Context: an optimization exercise on an open-source flow, tuned for small area, a short achievable clock period and few clock cycles. The choices shown serve that exercise and are no tape-out recipe.
At most, simulation tests tie the RTL to the original design; equivalence was not proved.
Power and IR drop assume default switching activity.

== job 3905 ==
Design usb_audio_unpack_volume, start of the top module:
module usb_audio_unpack_volume (
  input  wire logic               clk,
  input  wire logic               rst_n,
  input  wire logic               in_valid,
  output logic                    in_stall,
  input  wire logic [7:0]         in_data_byte,
  input  wire logic               in_last_byte,
  output logic                    out_valid,
  input  wire logic               out_stall,
  output logic signed [31:0]      out_left_sample,
  output logic signed [31:0]      out_right_sample,
  output logic                    out_last_frame,
  input  wire logic               cfg_wr_en,
  input  wire logic [1:0]         cfg_index,
  input  wire logic [15:0]        cfg_data
);
==> flow/config.mk <==
export PLATFORM = sky130hd
export DESIGN_NAME = usb_audio_unpack_volume
export DESIGN_NICKNAME = usb_audio_unpack_volume
export VERILOG_FILES = /design/flow/design.v
export SDC_FILE = /design/flow/constraint.sdc
export NUM_CORES = 4
export LEC_CHECK = 0
export CAP_MARGIN = 20
export CORE_MARGIN = 2
export CORE_UTILIZATION = 40
export SETUP_SLACK_MARGIN = 5
export SLEW_MARGIN = 20
==> flow/constraint.sdc <==
create_clock -name core_clock -period 10.0 [get_ports {clk}]
set_input_delay 2.0000 -clock core_clock [delete_from_list [all_inputs] [get_ports {clk}]]
set_output_delay 2.0000 -clock core_clock [all_outputs]
set_load 0.01 [all_outputs]
standard.sh (not shown) runs the stock make flow with config.mk's settings and CLKGATE_MAP_FILE= SYNTH_SCRIPT=/design/flow/synth_recipe.tcl, a recipe that flattens the netlist after the stock synthesis.
==> flow/flow/run.sh <==
#!/bin/bash
set -euo pipefail
bash standard.sh SETUP_SLACK_MARGIN=7 finish > standard_make.log 2>&1
#### Input delta (job 7308 over job 3905)
==> flow/flow/run.sh <==
#!/bin/bash
set -euo pipefail
bash standard.sh SETUP_SLACK_MARGIN=7 "BUFFER_PORTS_ARGS=-buffer_cell sky130_fd_sc_hd__buf_1" finish > standard_make.log 2>&1
Results
Job 3905 -> job 7308: mean instance size in the synthesized netlist delta 0, exact match. In the tables for job 7308 and job 3905, mean number of vias per cell reads lower with job 3905. Looking at sequential share of power, job 7308 sits 0.9 points higher than job 3905 does. Taking job 3905 as the reference, in job 7308 setup slack after placement higher, total power of the final layout decreased about 2%, period utilization shows a reduction of 0.26 points. Cmp job 7308 vs job 3905: count of non-CTS inverters in the layout higher in job 7308. When the final numbers for job 7308 and job 3905 were put side by side, the post-CTS repair timing setup buffer count turned out to be greater in job 3905. Biggest fanout along the worst timing path, job 7308 and job 3905: lower on job 3905. Synthesized instance count came out exactly the same in job 7308 and job 3905.
No functional check of the RTL was part of any run of this note.


Setup of run A:
Another version of the RTL of usb_audio_unpack_volume (not shown whole).
For scale: ~370 flip-flops, ~99 I/O pins, roughly 27000 um^2 of cells after synthesis.
==> flow/config.mk <==
export PLATFORM = sky130hd
export DESIGN_NAME = usb_audio_unpack_volume
export DESIGN_NICKNAME = usb_audio_unpack_volume
export VERILOG_FILES = /design/flow/design.v
export SDC_FILE = /design/flow/constraint.sdc
export NUM_CORES = 4
export LEC_CHECK = 0
export CAP_MARGIN = 20
export CORE_MARGIN = 2
export CORE_UTILIZATION = 40
export CTS_BUF_LIST = sky130_fd_sc_hd__clkbuf_8
export CTS_CLUSTER_SIZE = 30
export SETUP_SLACK_MARGIN = 5
export SLEW_MARGIN = 20
==> flow/constraint.sdc <==
create_clock -name core_clock -period 10.0 [get_ports {clk}]
set_input_delay 2.0000 -clock core_clock [delete_from_list [all_inputs] [get_ports {clk}]]
set_output_delay 2.0000 -clock core_clock [all_outputs]
set_load 0.01 [all_outputs]
==> flow/flow/run.sh <==
#!/bin/bash
set -euo pipefail
bash standard.sh SETUP_SLACK_MARGIN=6.9 "BUFFER_PORTS_ARGS=-buffer_cell sky130_fd_sc_hd__buf_1" finish > standard_make.log 2>&1
Testbench counts of run A, summed over its fixed seeds: cycles 19,044.
Input-level comparison between run B and run A:
==> flow/flow/run.sh <==
#!/bin/bash
set -euo pipefail
bash standard.sh SETUP_SLACK_MARGIN=6.75 "BUFFER_PORTS_ARGS=-buffer_cell sky130_fd_sc_hd__buf_1" finish > standard_make.log 2>&1
diff --git a/flow/config.mk b/flow/config.mk
--- a/flow/config.mk
+++ b/flow/config.mk
@@ -14 +14,2 @@
 export SLEW_MARGIN = 20
+export TNS_END_PERCENT = 10
### Flow results
Run B: PASS, flow complete, no timing, DRC or antenna violations
Across both runs, worst slack at placement was lower for run B than for run A.
Run B vs run A on via count: run B is the lower one.
The run showing the greater placer's final routability congestion estimate is run A.
When run B is set beside run A, its met1 wire length turns out to be 1.5% larger.
Side by side, achievable clock frequency turned out lower in run B than in run A.
> inputs changed (run B -> run C)
diff --git a/flow/config.mk b/flow/config.mk
--- a/flow/config.mk
+++ b/flow/config.mk
@@ -14,2 +14 @@
 export SLEW_MARGIN = 20
-export TNS_END_PERCENT = 10
==> notes.md <==
- Post-layout instance area: run C worse than run B
- In the reports for run C and run B, the larger setup slack belongs to run C.
- Diff run B -> run C: starting density of the core ~0 delta, first-pass GRT wire length shows a reduction of about 0.5%.
- Going from run B to run C, clock latency reported for the late side of the worst-skew pair now sits at about the same level; relative area of clock buffers and inverters in the final design -0.35 points; CTS buffer count went up 1; final routed wire length divided by cell count down about 1.2%.
- Run B → run C: maximum number of pins on one net before global-route repair rose 13; part of the total power dissipated in combinational logic went up 0.6 points.
- Half-perimeter wire length of the detailed placement result, run C vs run B: down slightly
[inputs] run D vs run C
==> flow/flow/run.sh <==
#!/bin/bash
set -euo pipefail
bash standard.sh SETUP_SLACK_MARGIN=7 "BUFFER_PORTS_ARGS=-buffer_cell sky130_fd_sc_hd__buf_1" finish > standard_make.log 2>&1
Summary of run D over run C: met2 wire length rose 3000 um; routed wire length rose about 6.4%; I/O pin count about even; data required time at the worst endpoint rose 2.39 ns. Number of clock buffers in the layout ended up 2.8% lower on run D than on run C. Summary of run D over run C: post-layout instance area increased about 6%; smallest setup slack after layout dropped 0.0046 ns; non-clock inverter instance count of the final layout has decreased. When run D is set beside run C, its minimum hold slack turns out to be 0.010 ns smaller. In the metrics for run D and run C, the one carrying the lower quantity of gates resized following cts is run C.


== job 2888 ==
usb_audio_unpack_volume again, from the RTL that the note above started with.
Settings: LEC_CHECK=0, ABC_AREA=1, CAP_MARGIN=20, CORE_MARGIN=2, CORE_UTILIZATION=40, CTS_BUF_LIST=sky130_fd_sc_hd__clkbuf_8, CTS_CLUSTER_SIZE=30, SETUP_SLACK_MARGIN=5, SLEW_MARGIN=20; clock period 10.0 ns.
==> flow/flow/run.sh <==
#!/bin/bash
set -euo pipefail
bash standard.sh SETUP_SLACK_MARGIN=6.75 "BUFFER_PORTS_ARGS=-buffer_cell sky130_fd_sc_hd__buf_1" finish > standard_make.log 2>&1
Testbench counts of job 2888, summed over its fixed seeds: cycles 19,044.
## Diff of input files: job 9555 against job 2888
# job 2888
export LEC_CHECK = 0
export ABC_AREA = 1
export CAP_MARGIN = 20
export CORE_MARGIN = 2
export CORE_UTILIZATION = 40
export CTS_BUF_LIST = sky130_fd_sc_hd__clkbuf_8
export CTS_CLUSTER_SIZE = 30
export SETUP_SLACK_MARGIN = 5
export SLEW_MARGIN = 20
create_clock -name core_clock -period 10.0 [get_ports {clk}]
# job 9555
export LEC_CHECK = 0
export CAP_MARGIN = 20
export CORE_MARGIN = 2
export CORE_UTILIZATION = 55
export CTS_BUF_LIST = sky130_fd_sc_hd__clkbuf_8
export CTS_CLUSTER_SIZE = 30
export PLACE_DENSITY = 0.7
export SETUP_SLACK_MARGIN = 5
export SLEW_MARGIN = 20
create_clock -name core_clock -period 10.0 [get_ports {clk}]
[summary]
Net count of the mapped netlist ended up 16% lower on job 9555 than on job 2888.
Compared job 9555 vs job 2888, and global-route track usage on met3 is up in job 9555.
NOTE: worst slew slack as a fraction of its limit in job 9555 exceeds that of job 2888
First-pass GRT wire length: job 2888 and job 9555 compared, lower one is job 9555
The following lists how job 7262 was set up differently from job 9555:
# job 9555
export LEC_CHECK = 0
export CAP_MARGIN = 20
export CORE_MARGIN = 2
export CORE_UTILIZATION = 55
export CTS_BUF_LIST = sky130_fd_sc_hd__clkbuf_8
export CTS_CLUSTER_SIZE = 30
export PLACE_DENSITY = 0.7
export SETUP_SLACK_MARGIN = 5
export SLEW_MARGIN = 20
create_clock -name core_clock -period 10.0 [get_ports {clk}]
# job 7262
export LEC_CHECK = 0
export CAP_MARGIN = 20
export CORE_MARGIN = 2
export CORE_UTILIZATION = 40
export CTS_BUF_LIST = sky130_fd_sc_hd__clkbuf_8
export CTS_CLUSTER_SIZE = 30
export SETUP_SLACK_MARGIN = 5
export SLEW_MARGIN = 20
create_clock -name core_clock -period 10.0 [get_ports {clk}]
==> flow/flow/run.sh <==
#!/bin/bash
set -euo pipefail
bash standard.sh SETUP_SLACK_MARGIN=6.25 "BUFFER_PORTS_ARGS=-buffer_cell sky130_fd_sc_hd__buf_1" finish > standard_make.log 2>&1
==> notes.md <==
Clock sink total: job 7262 vs job 9555 identical. Hold slack, job 9555 and job 7262: higher on job 7262. Diff job 7262..job 9555 | via count of the first global-routing pass | negligible. In job 7262 the total power turned out about 2.4% higher than in job 9555. For the floorplan die area, job 7262 came in 0.019 sq mm higher than job 9555 did.
Input changes introduced in job 2496 (baseline for comparison: job 7262):
==> flow/flow/run.sh <==
#!/bin/bash
set -euo pipefail
bash standard.sh SETUP_SLACK_MARGIN=6.5 "BUFFER_PORTS_ARGS=-buffer_cell sky130_fd_sc_hd__buf_1" finish > standard_make.log 2>&1
[summary]
met1 capacity usage during global routing, job 2496 and job 7262, lower one = job 7262.
Relative area of clock buffers and inverters in the final design in job 2496 vs job 7262: up 0.23 points
Re total power: job 7262 was lower than job 2496.


== main ==
Another version of the RTL of usb_audio_unpack_volume (not shown whole).
Size: about 2800 cells after synthesis, ~390 flip-flops, ~99 I/O pins, ~27000 µm² of cells after synthesis.
export LEC_CHECK = 0
export CAP_MARGIN = 20
export CORE_MARGIN = 2
export CORE_UTILIZATION = 40
export SETUP_SLACK_MARGIN = 5
export SLEW_MARGIN = 20
create_clock -name core_clock -period 10.0 [get_ports {clk}]
==> flow/flow/run.sh <==
#!/bin/bash
set -euo pipefail
bash standard.sh SETUP_SLACK_MARGIN=6.5 "BUFFER_PORTS_ARGS=-buffer_cell sky130_fd_sc_hd__buf_1" finish > standard_make.log 2>&1
Testbench counts of main, summed over its fixed seeds: cycles 19,044.
Inputs modified between main and the feature branch:
==> flow/flow/run.sh <==
#!/bin/bash
set -euo pipefail
bash standard.sh SETUP_SLACK_MARGIN=7 "BUFFER_PORTS_ARGS=-buffer_cell sky130_fd_sc_hd__buf_1" finish > standard_make.log 2>&1
### Flow results
The feature branch ended with every stage complete and zero timing, DRC or antenna violations. The via count reported for the feature branch is higher than the one for main. Critical path data arrival time: lower on the feature branch. The feature branch -> main: count of standard-cell rows delta 0, exact match. Higher maximum fanout along the worst path was reported by main, not the feature branch.

[separate check: timing with driven ports]
The flow's constraints put no driver on any port. The routed layouts listed below were extracted and timed again, unchanged, in two steps.
Step 1 sets driving cells, clkbuf_16 on the clock port and buf_2 on the other inputs (assumed; they add their load-dependent delay and slew).
Step 2 also shifts input and output timing later by t, the mid clock arrival at the registers, as if the neighbouring blocks saw the same clock.
Three values: no drivers, after step 1, after step 2; two values: the first two.
| run | shift t [ns] | setup WS [ns] | clock arrival spread, ns | worst slew at a driven data input, ns |
|---|---|---|---|---|
| job 3905 | 0.611 | 6.645 / 6.668 / 6.056 | 0.034 / 0.033 | 0.04 |
| job 7308 | 0.601 | 6.671 / 6.708 / 6.107 | 0.033 / 0.033 | 0.06 |
| run A | 0.713 | 6.750 / 6.691 / 6.203 | 0.036 / 0.036 | 0.07 |
| run B | 0.723 | 6.708 / 6.708 / 6.040 | 0.052 / 0.052 | 0.05 |
| run C | 0.736 | 6.792 / 6.730 / 6.120 | 0.058 / 0.057 | 0.07 |
| run D | 0.718 | 6.787 / 6.732 / 6.176 | 0.031 / 0.031 | 0.05 |
| job 2888 | 0.705 | 6.691 / 6.635 / 6.152 | 0.030 / 0.030 | 0.04 |
| job 9555 | 0.690 | 6.702 / 6.645 / 6.091 | 0.040 / 0.040 | 0.07 |
| job 7262 | 0.708 | 6.376 / 6.376 / 5.731 | 0.049 / 0.049 | 0.05 |
| job 2496 | 0.714 | 6.577 / 6.577 / 5.933 | 0.058 / 0.058 | 0.07 |
| main | 0.671 | 6.411 / 6.411 / 5.918 | 0.033 / 0.032 | 0.07 |
| the feature branch | 0.667 | 6.679 / 6.719 / 6.052 | 0.036 / 0.036 | 0.08 |
After both steps every run listed still meets setup and hold. The setup slack of run C, which loses most, moves by -0.062 ns with the drivers and by -0.672 ns with both steps.
